This is an optimization exercise on Yosys and OpenROAD, whose aim is small area and a short achievable clock period, not a production implementation. The RTL was checked by simulation tests, not by an equivalence proof against the original design. Power and IR drop assume default switching activity.

===== flow/design.v =====
`default_nettype none
module wbps_regs (
   input  wire logic                                  clock,
   input  wire logic                                  reset,
   input  wire logic                                  psel,
   input  wire logic                                  penable,
   input  wire logic                                  pwrite,
   input  wire logic [5:0]                    paddr,
   input  wire logic [63:0]                   pwdata,
   output logic      [63:0]                   prdata,
   output logic                                       pready,
   output logic [212:0]                               cfg_bits
);
   localparam int CSR_ADDR_BITS = 6;
   localparam int CSR_INDEX_LSB = 3;
   localparam logic [2:0] REG_PATTERN_LOW    = 3'd0;
   localparam logic [2:0] REG_PATTERN_HIGH   = 3'd1;
   localparam logic [2:0] REG_WILDCARD_MASK  = 3'd2;
   localparam logic [2:0] REG_PATTERN_LENGTH = 3'd3;
   localparam logic [2:0] REG_REGION_BASE    = 3'd4;
   logic [63:0]             pattern_low_ff, pattern_low_in;
   logic [63:0]             pattern_high_ff, pattern_high_in;
   logic [15:0]             wildcard_mask_ff, wildcard_mask_in;
   logic [4:0]              pattern_length_ff, pattern_length_in;
   logic [63:0]             region_base_ff, region_base_in;
   logic [2:0]              index;
   logic                    write_strobe;
   assign index = paddr[CSR_ADDR_BITS-1:CSR_INDEX_LSB];
   assign write_strobe = psel && penable && pwrite;
   assign pready = 1'b1;
   assign cfg_bits = {pattern_low_ff, pattern_high_ff, wildcard_mask_ff, pattern_length_ff,
                      region_base_ff};
   always_comb begin
      pattern_low_in = pattern_low_ff;
      pattern_high_in = pattern_high_ff;
      wildcard_mask_in = wildcard_mask_ff;
      pattern_length_in = pattern_length_ff;
      region_base_in = region_base_ff;
      if (write_strobe) begin
         case (index)
            REG_PATTERN_LOW:    pattern_low_in = pwdata;
            REG_PATTERN_HIGH:   pattern_high_in = pwdata;
            REG_WILDCARD_MASK:  wildcard_mask_in = pwdata[15:0];
            REG_PATTERN_LENGTH: pattern_length_in = pwdata[4:0];
            REG_REGION_BASE:    region_base_in = pwdata;
            default: begin
            end
         endcase
      end
   end
   always_comb begin
      case (index)
         REG_PATTERN_LOW:    prdata = pattern_low_ff;
         REG_PATTERN_HIGH:   prdata = pattern_high_ff;
         REG_WILDCARD_MASK:  prdata = {48'd0, wildcard_mask_ff};
         REG_PATTERN_LENGTH: prdata = {59'd0, pattern_length_ff};
         REG_REGION_BASE:    prdata = region_base_ff;
         default:                      prdata = '0;
      endcase
   end
   always_ff @(posedge clock) begin
      if (reset) begin
         pattern_low_ff <= '0;
         pattern_high_ff <= '0;
         wildcard_mask_ff <= '0;
         pattern_length_ff <= '0;
         region_base_ff <= '0;
      end else begin
         pattern_low_ff <= pattern_low_in;
         pattern_high_ff <= pattern_high_in;
         wildcard_mask_ff <= wildcard_mask_in;
         pattern_length_ff <= pattern_length_in;
         region_base_ff <= region_base_in;
      end
   end
endmodule
`default_nettype wire
`default_nettype none
module wbps_match (
   input  wire logic [15:0][7:0] window,
   input  wire logic [127:0]                      pattern,
   input  wire logic [15:0]                       wildcard_mask,
   input  wire logic [4:0]     length,
   output logic                                   hit
);
   localparam int PATTERN_MAX = 16;
   localparam int LEN_BITS = $clog2(PATTERN_MAX + 1);
   logic [PATTERN_MAX:0] hit_len;
   always_comb begin
      hit_len = '0;
      for (int l = 1; l <= PATTERN_MAX; l++) begin
         hit_len[l] = 1'b1;
         for (int i = 0; i < PATTERN_MAX; i++) begin
            if (i < l) begin
               if (!wildcard_mask[i] && (window[l - 1 - i] != pattern[8 * i +: 8])) begin
                  hit_len[l] = 1'b0;
               end
            end
         end
      end
   end
   assign hit = hit_len[length];
endmodule
`default_nettype wire
`default_nettype none
module wbps_core (
   input  wire logic              clock,
   input  wire logic              reset,
   input  wire logic [212:0]      cfg_bits,
   input  wire logic              req_valid,
   output logic                   req_ready,
   input  wire logic [7:0]        req_data_byte,
   input  wire logic              req_last_byte,
   output logic                   rsp_valid,
   input  wire logic              rsp_ready,
   output logic                   rsp_found,
   output logic [63:0]            rsp_match_address
);
   localparam int PATTERN_MAX = 16;
   localparam int OFFSET_BITS = 32;
   localparam int LEN_BITS = $clog2(PATTERN_MAX + 1);
   localparam logic [OFFSET_BITS-1:0] COUNT_MAX = '1;
   logic [63:0]                         cfg_pattern_low;
   logic [63:0]                         cfg_pattern_high;
   logic [15:0]                         cfg_wildcard_mask;
   logic [4:0]                          cfg_pattern_length;
   logic [63:0]                         cfg_region_base;
   assign {cfg_pattern_low, cfg_pattern_high, cfg_wildcard_mask, cfg_pattern_length,
           cfg_region_base} = cfg_bits;
   logic                                in_valid_ff, in_valid_in;
   logic [7:0]                          in_byte_ff, in_byte_in;
   logic                                in_last_ff, in_last_in;
   logic [PATTERN_MAX-1:0][7:0] window_ff;
   logic [PATTERN_MAX-1:0][7:0] window_in;
   logic [OFFSET_BITS-1:0]    seen_ff, seen_in;
   logic                                done_ff, done_in;
   logic                                out_valid_ff, out_valid_in;
   logic                                out_found_ff, out_found_in;
   logic [63:0]                         out_address_ff, out_address_in;
   logic                                advance;
   logic                                step;
   logic [LEN_BITS-1:0]       length;
   logic [OFFSET_BITS-1:0]    seen_next;
   logic [OFFSET_BITS-1:0]    offset;
   logic                                window_hit;
   logic                                hit;
   assign advance = !out_valid_ff || rsp_ready;
   assign step = in_valid_ff && advance;
   assign req_ready = !in_valid_ff || advance;
   assign rsp_valid = out_valid_ff;
   assign rsp_found = out_found_ff;
   assign rsp_match_address = out_address_ff;
   always_comb begin
      if (cfg_pattern_length > 5'(PATTERN_MAX)) begin
         length = LEN_BITS'(PATTERN_MAX);
      end else begin
         length = LEN_BITS'(cfg_pattern_length);
      end
   end
   always_comb begin
      window_in[0] = in_byte_ff;
      for (int k = 1; k < PATTERN_MAX; k++) begin
         window_in[k] = window_ff[k - 1];
      end
   end
   assign seen_next = (seen_ff == COUNT_MAX) ? seen_ff : seen_ff + 1'b1;
   assign offset = seen_next - OFFSET_BITS'(length);
   wbps_match u_match (
      .window        (window_in),
      .pattern       ({cfg_pattern_high, cfg_pattern_low}),
      .wildcard_mask (cfg_wildcard_mask),
      .length        (length),
      .hit           (window_hit)
   );
   assign hit = window_hit && !done_ff && (length != '0)
      && (seen_next >= OFFSET_BITS'(length));
   always_comb begin
      in_valid_in = in_valid_ff;
      in_byte_in = in_byte_ff;
      in_last_in = in_last_ff;
      if (req_valid && req_ready) begin
         in_valid_in = 1'b1;
         in_byte_in = req_data_byte;
         in_last_in = req_last_byte;
      end else if (advance) begin
         in_valid_in = 1'b0;
      end
      seen_in = seen_ff;
      done_in = done_ff;
      if (step) begin
         if (in_last_ff) begin
            seen_in = '0;
            done_in = 1'b0;
         end else begin
            seen_in = seen_next;
            done_in = done_ff || hit;
         end
      end
      out_valid_in = out_valid_ff;
      out_found_in = out_found_ff;
      out_address_in = out_address_ff;
      if (advance) begin
         out_valid_in = step && (hit || (in_last_ff && !done_ff));
         out_found_in = hit;
         out_address_in = hit ? cfg_region_base + 64'(offset) : 64'd0;
      end
   end
   always_ff @(posedge clock) begin
      if (reset) begin
         in_valid_ff <= 1'b0;
         seen_ff <= '0;
         done_ff <= 1'b0;
         out_valid_ff <= 1'b0;
      end else begin
         in_valid_ff <= in_valid_in;
         seen_ff <= seen_in;
         done_ff <= done_in;
         out_valid_ff <= out_valid_in;
      end
   end
   always_ff @(posedge clock) begin
      in_byte_ff <= in_byte_in;
      in_last_ff <= in_last_in;
      out_found_ff <= out_found_in;
      out_address_ff <= out_address_in;
      if (step) begin
         window_ff <= window_in;
      end
   end
endmodule
`default_nettype wire
`default_nettype none
module wildcard_byte_pattern_search (
   input  wire logic                                  clock,
   input  wire logic                                  reset,
   input  wire logic                                  req_valid,
   output logic                                       req_ready,
   input  wire logic [7:0]                            req_data_byte,
   input  wire logic                                  req_last_byte,
   output logic                                       rsp_valid,
   input  wire logic                                  rsp_ready,
   output logic                                       rsp_found,
   output logic [63:0]                                rsp_match_address,
   input  wire logic                                  psel,
   input  wire logic                                  penable,
   input  wire logic                                  pwrite,
   input  wire logic [5:0]                    paddr,
   input  wire logic [63:0]                   pwdata,
   output logic      [63:0]                   prdata,
   output logic                                       pready
);
   logic [212:0] cfg_bits;
   wbps_regs u_regs (
      .clock   (clock),
      .reset   (reset),
      .psel    (psel),
      .penable (penable),
      .pwrite  (pwrite),
      .paddr   (paddr),
      .pwdata  (pwdata),
      .prdata  (prdata),
      .pready  (pready),
      .cfg_bits (cfg_bits)
   );
   wbps_core u_core (
      .clock (clock),
      .reset (reset),
      .cfg_bits (cfg_bits),
      .req_valid         (req_valid),
      .req_ready         (req_ready),
      .req_data_byte     (req_data_byte),
      .req_last_byte     (req_last_byte),
      .rsp_valid         (rsp_valid),
      .rsp_ready         (rsp_ready),
      .rsp_found         (rsp_found),
      .rsp_match_address (rsp_match_address)
   );
endmodule
`default_nettype wire

===== flow/run.sh =====
#!/bin/bash
# synth_recipe.tcl (not shown) runs the flow's synth.tcl, then flattens the netlist and writes it again
# the make line also repeats each setting of config.mk as NAME=value (left out here)
make -C /OpenROAD-flow-scripts/flow DESIGN_CONFIG=/design/flow/config.mk WORK_HOME=/design/flow/orfs CLKGATE_MAP_FILE= SYNTH_SCRIPT=/design/flow/synth_recipe.tcl finish

===== flow/config.mk =====
export PLATFORM = sky130hd
export DESIGN_NAME = wildcard_byte_pattern_search
export DESIGN_NICKNAME = wildcard_byte_pattern_search
export VERILOG_FILES = /design/flow/design.v
export SDC_FILE = /design/flow/constraint.sdc
export NUM_CORES = 4
export LEC_CHECK = 0
export CAP_MARGIN = 20
export CORE_MARGIN = 2
export CORE_UTILIZATION = 40
export PLACE_DENSITY = 0.6
export SLEW_MARGIN = 20

===== flow/constraint.sdc =====
create_clock -name core_clock -period 7.2 [get_ports {clock}]
set_input_delay 1.4400 -clock core_clock [delete_from_list [all_inputs] [get_ports {clock}]]
set_output_delay 1.4400 -clock core_clock [all_outputs]
set_load 0.01 [all_outputs]

==> notes.md <==
## how the worst max path moves through the flow
| stage | to | slack, ns | from | depth (start not counted) |
|---|---|---|---|---|
| 2_1_floorplan | u_core.out_address_ff[59] | 0.73 | u_core.seen_ff[12] | 27 |
| 3_3_place_gp | u_core.out_address_ff[61] | 0.29 | u_core.seen_ff[0] | 26 |
| 3_5_place_dp | u_core.out_address_ff[59] | 0.21 | u_core.seen_ff[0] | 24 |
| 4_1_cts | u_core.out_address_ff[61] | 0.17 | u_core.seen_ff[0] | 24 |
| 5_1_grt | u_core.out_address_ff[59] | -0.02 | u_core.seen_ff[29] | 24 |
| 6_report | u_core.out_address_ff[61] | 0.38 | u_core.seen_ff[29] | 24 |
## worst register-to-register path, stage by stage, from the launching register on
cell                        delay [ns]
sky130_fd_sc_hd__dfxtp_1          0.42
sky130_fd_sc_hd__nand3_1          0.17
sky130_fd_sc_hd__or3_1            0.48
sky130_fd_sc_hd__nor4_4           0.38
sky130_fd_sc_hd__buf_4            0.25
sky130_fd_sc_hd__nor2_1           0.07
sky130_fd_sc_hd__xor2_1           0.20
sky130_fd_sc_hd__ha_1             0.30
sky130_fd_sc_hd__o21ai_0          0.10
sky130_fd_sc_hd__nand2b_1         0.11
sky130_fd_sc_hd__a21oi_1          0.20
sky130_fd_sc_hd__or4b_4           0.54
sky130_fd_sc_hd__nor3_4           0.27
sky130_fd_sc_hd__nand4_1          0.20
sky130_fd_sc_hd__nor2_1           0.24
sky130_fd_sc_hd__xor2_1           0.30
sky130_fd_sc_hd__ha_1             0.25
sky130_fd_sc_hd__and3_1           0.19
sky130_fd_sc_hd__and2_1           0.21
sky130_fd_sc_hd__o2111ai_1        0.27
sky130_fd_sc_hd__a41oi_2          0.34
sky130_fd_sc_hd__nand2_1          0.13
sky130_fd_sc_hd__or4_4            0.55
sky130_fd_sc_hd__or3_1            0.33
sky130_fd_sc_hd__a21oi_1          0.14
## stage by stage
step | utilization | cells
final | 0.461 | 5285
after global placement | 0.440 | 5185
after floorplan | - | 4138
after global routing | 0.461 | 5284
after detailed placement | 0.440 | 5185
after CTS | 0.460 | 5281
## power by group through the flow
stage | Combinational, uW | Clock, uW | Sequential, uW
after CTS | 586 | 2720 | 2820
after floorplan | 439 | 0 | 2750
final | 599 | 2700 | 2820
after global placement | 573 | 0 | 2870
after detailed placement | 583 | 0 | 2870
after global routing | 644 | 2830 | 2820
## kinds of logic after synthesis
family          count (synthesis)  synth area share
compound gates                640             0.105
xor+xnor                     1187             0.306
fa+ha+maj                      40            0.0152
buf+inv                       464            0.0531
flops                         442             0.318
mux                            78            0.0233
other cells                     1          0.000110
simple gates                 1286             0.179
## layer usage
metal	GRT usage	routed length (microns)	vias to the layer above
met4	0.138	6840	6
met3	0.0704	14700	454
met5	0	37	-
met1	0.393	53500	15100
li1	-	-	13900
met2	0.466	59200	1846
## state kept, by name, indices dropped and copies added (netlist names)
signal,cells
u_core.out_valid_ff,1
u_regs.pattern_low_ff,64
u_regs.wildcard_mask_ff,16
u_regs.pattern_high_ff,64
u_core.out_found_ff,1
u_core.done_ff,1
u_core.out_address_ff,64
u_core.window_ff,120
u_core.in_byte_ff,8
u_core.in_last_ff,1
u_core.seen_ff,32
u_core.in_valid_ff,1
u_regs.pattern_length_ff,5
u_regs.region_base_ff,64
## cell usage after synthesis, types with 7 or more instances
master	instances	area, sq um
sky130_fd_sc_hd__xor2_1	1117	9780
sky130_fd_sc_hd__nand2_1	514	1930
sky130_fd_sc_hd__a21oi_1	462	2310
sky130_fd_sc_hd__nor4_1	315	1970
sky130_fd_sc_hd__clkbuf_1	302	1130
sky130_fd_sc_hd__nor2_1	266	998
sky130_fd_sc_hd__dfxtp_1	248	4960
sky130_fd_sc_hd__edfxtp_1	194	5830
sky130_fd_sc_hd__buf_1	117	439
sky130_fd_sc_hd__mux2i_1	71	711
sky130_fd_sc_hd__xnor2_1	70	613
sky130_fd_sc_hd__o21ai_0	51	255
sky130_fd_sc_hd__nand3_1	39	195
sky130_fd_sc_hd__ha_1	38	475
sky130_fd_sc_hd__nor3_1	34	170
sky130_fd_sc_hd__nand4_1	28	175
sky130_fd_sc_hd__a22oi_1	27	203
sky130_fd_sc_hd__inv_1	26	97.6
sky130_fd_sc_hd__a21o_1	23	173
sky130_fd_sc_hd__and3_1	18	113
sky130_fd_sc_hd__or3_1	16	100
sky130_fd_sc_hd__a31oi_1	12	75.1
sky130_fd_sc_hd__nor2b_1	11	68.8
sky130_fd_sc_hd__o22ai_1	8	50.1
sky130_fd_sc_hd__a211oi_1	7	52.6
sky130_fd_sc_hd__buf_2	7	35.0
sky130_fd_sc_hd__mux2_2	7	78.8
## final cells by class
type / instances / area (sq um)
tap: 1134 / 1420
multi-input combinational: 3232 / 21400
clock buffer: 71 / 1410
timing repair buffer: 349 / 3160
clock inverter: 25 / 278
fill: 8333 / 45200
sequential: 442 / 10800
inverter: 29 / 111
antenna: 3 / 7.51
==> summary.txt <==
============================================================================
Status ........................................................ complete, no violations
Number of gates given a new drive strength after cts ..........            0
Final worst path period share .................................        0.947
Endpoint of the worst hold path ............................... u_regs.pattern_low_ff[5]
Post-Synthesis Net Count ......................................         4264
Final Critical Period .........................................      6.82 ns
Top Family by Delay on Critical Path .......................... simple AND/OR/NAND/NOR gates
Depth of the most critical reg-to-reg path ....................           24
Synth warn ....................................................            3
Share of synthesized area occupied by flip-flops and latches ..        0.318
Setup slack of the critical path after layout .................     0.382 ns
Path type of the worst setup path ............................. flip-flop to flip-flop
Number of primary I/O pins ....................................          218
Chip Width ....................................................  295 microns
First-pass GRT wire length .................................... 197000 microns
#FFs+latches synth ............................................          442
Critical path data required time ..............................      7.64 ns
Count of flip-flops with a built-in enable after synthesis ....          194
Capture instance of the worst register-to-register path ....... u_core.out_address_ff[61]
Global routing usage summed across all routing layers .........        0.300
Post-synthesis instance area .................................. 0.0340 sq mm
Clock tree from TritonCTS .....................................          yes
Initial antenna violation count ...............................            5
Avg Synthesized Cell Area .....................................   8.21 sq um
Combined buffer and inverter count along the critical path ....            1
Number of nets in the final layout ............................         4231
Die H .........................................................  295 microns
Highest clock rate ............................................      147 MHz
Post-CTS Setup Inserts ........................................            0
Post-Route Hold Slack .........................................     0.456 ns
Clock buffer depth ............................................            3
Type of destination of the critical path ......................    flip-flop
Final Max Tran Viols ..........................................            0
Total leakage power ...........................................    0.0165 uW
Clock network power share .....................................        0.441
Final Instance Area ........................................... 0.0386 sq mm
Maximum number of pins on one net before global-route repair ..          155
Sequential share of power .....................................        0.461
Slew at the pin with the worst max-slew slack .................      1.15 ns
Worst hold path class ......................................... flip-flop to flip-flop
Area grow syn2layout ..........................................        13.7%
Hold Path Depth ...............................................            2
CP arrival ....................................................      7.25 ns
Initial core utilization ......................................        0.405
Headroom to the max-slew limit ................................        0.227
Via count of the first global-routing pass ....................        29800
Routed wirelength normalized by instance count ................ 25.4 microns
Post-route setup TNS ..........................................         0 ns
Clk slew on worst S/H paths ...................................      0.06 ns
Vias ..........................................................        31300
R2R Path Start ................................................ u_core.seen_ff[29]
Total Power ...................................................      6120 uW
Syn Inst Count ................................................         4138
Max-cap viol count ............................................            0
Primary FF master, synth ...................................... sky130_fd_sc_hd__dfxtp_1
Most common library cell in the layout ignoring fill and taps . sky130_fd_sc_hd__xor2_1
Internal reg-to-reg setup slack ...............................      0.38 ns
DRC Markers ...................................................            0
# H-tree levels ...............................................            2
Via count normalized by instance count ........................         5.93
Switching part of the total ...................................        0.270
Routed WL ..................................................... 134000 microns
Cell Int Power ................................................      4470 uW
Maximum cell stage delay along the critical path ..............      0.55 ns
Global placement routability congestion .......................         1.03
Full die area ................................................. 0.0872 sq mm
Clock insertion delay at the later pin of the skew report .....      0.63 ns
Power density of the placed cells .............................  159 mW/mm^2
Area of the placeable core .................................... 0.0838 sq mm
Kind of start point of the critical path ......................    flip-flop
Pre-CTS setup slack ...........................................     0.213 ns
Setup violation total in the final timing report ..............            0
Total iterations of the first detailed-routing run ............            6
Number of port buffers ........................................          213
Detail Placement HPWL ......................................... 93400 microns
Share of synthesized registers carrying an async set or reset .            0
Cell area reported after detailed placement ................... 0.0369 sq mm
Clock tree root buffer cell ................................... sky130_fd_sc_hd__clkbuf_16
Cell at the slowest stage of the critical path ................ sky130_fd_sc_hd__or4_4
Worst clock skew ..............................................    0.0347 ns
Number of library cell types mapped by synthesis ..............           76
Total count of hold-check failures in the final report ........            0
Part of the total power dissipated in combinational logic .....        0.098
Cell Rows .....................................................          106
Max rail drop VDD .............................................   0.000186 V
Iteration-0 DRC Markers .......................................         3751
Critical hold path startpoint ................................. u_regs.pattern_low_ff[5]
Cell chain of the critical path ............................... nand3_1, or3_1, nor4_4, buf_4, nor2_1, xor2_1, ha_1, o21ai_0, nand2b_1, a21oi_1, or4b_4, nor3_4, nand4_1, nor2_1, xor2_1, ha_1, and3_1, and2_1, o2111ai_1, a41oi_2, nand2_1, or4_4, or3_1, a21oi_1
Remaining global-route overflow ...............................            0
Commonest cells after routing, fill and taps aside ............ sky130_fd_sc_hd__xor2_1 (1117), sky130_fd_sc_hd__nand2_1 (513), sky130_fd_sc_hd__a21oi_1 (462), sky130_fd_sc_hd__nor4_1 (313), sky130_fd_sc_hd__nor2_1 (265)
RSZ-0062 raised after global routing ..........................          yes
Largest driver fanout on the critical path ....................           11
Number of buffers inserted by hold repair at cts ..............            0
Clock buffer count from CTS ...................................           51
Number of nets with antenna violations after routing ..........            0
P_sw ..........................................................      1650 uW
Fraction of layout instances using a drive strength above 1 ...       0.0617
Clock sinks ...................................................          442
============================================================================

-- re-timing with driven ports --
How much do the figures lean on ideal ports? The routed layout below was timed once more, with nothing changed but the port constraints. Step 1, drivers: a clkbuf_16 drives clock and a buf_2 each remaining input, both assumed. Step 2 also shifts input and output timing later by t, the mid clock arrival at the registers, as if the neighbouring blocks saw the same clock. a / b / c = no drivers / after step 1 / after step 2; a / b = the first two.
t, ns: 0.676
setup slack, ns: 0.382 / 0.382 / 0.382
clock arrival spread, ns: 0.035 / 0.035
After both steps setup and hold are still met in this run. The setup slack of this run moves by 0.000 ns with the drivers and by 0.000 ns with both steps.
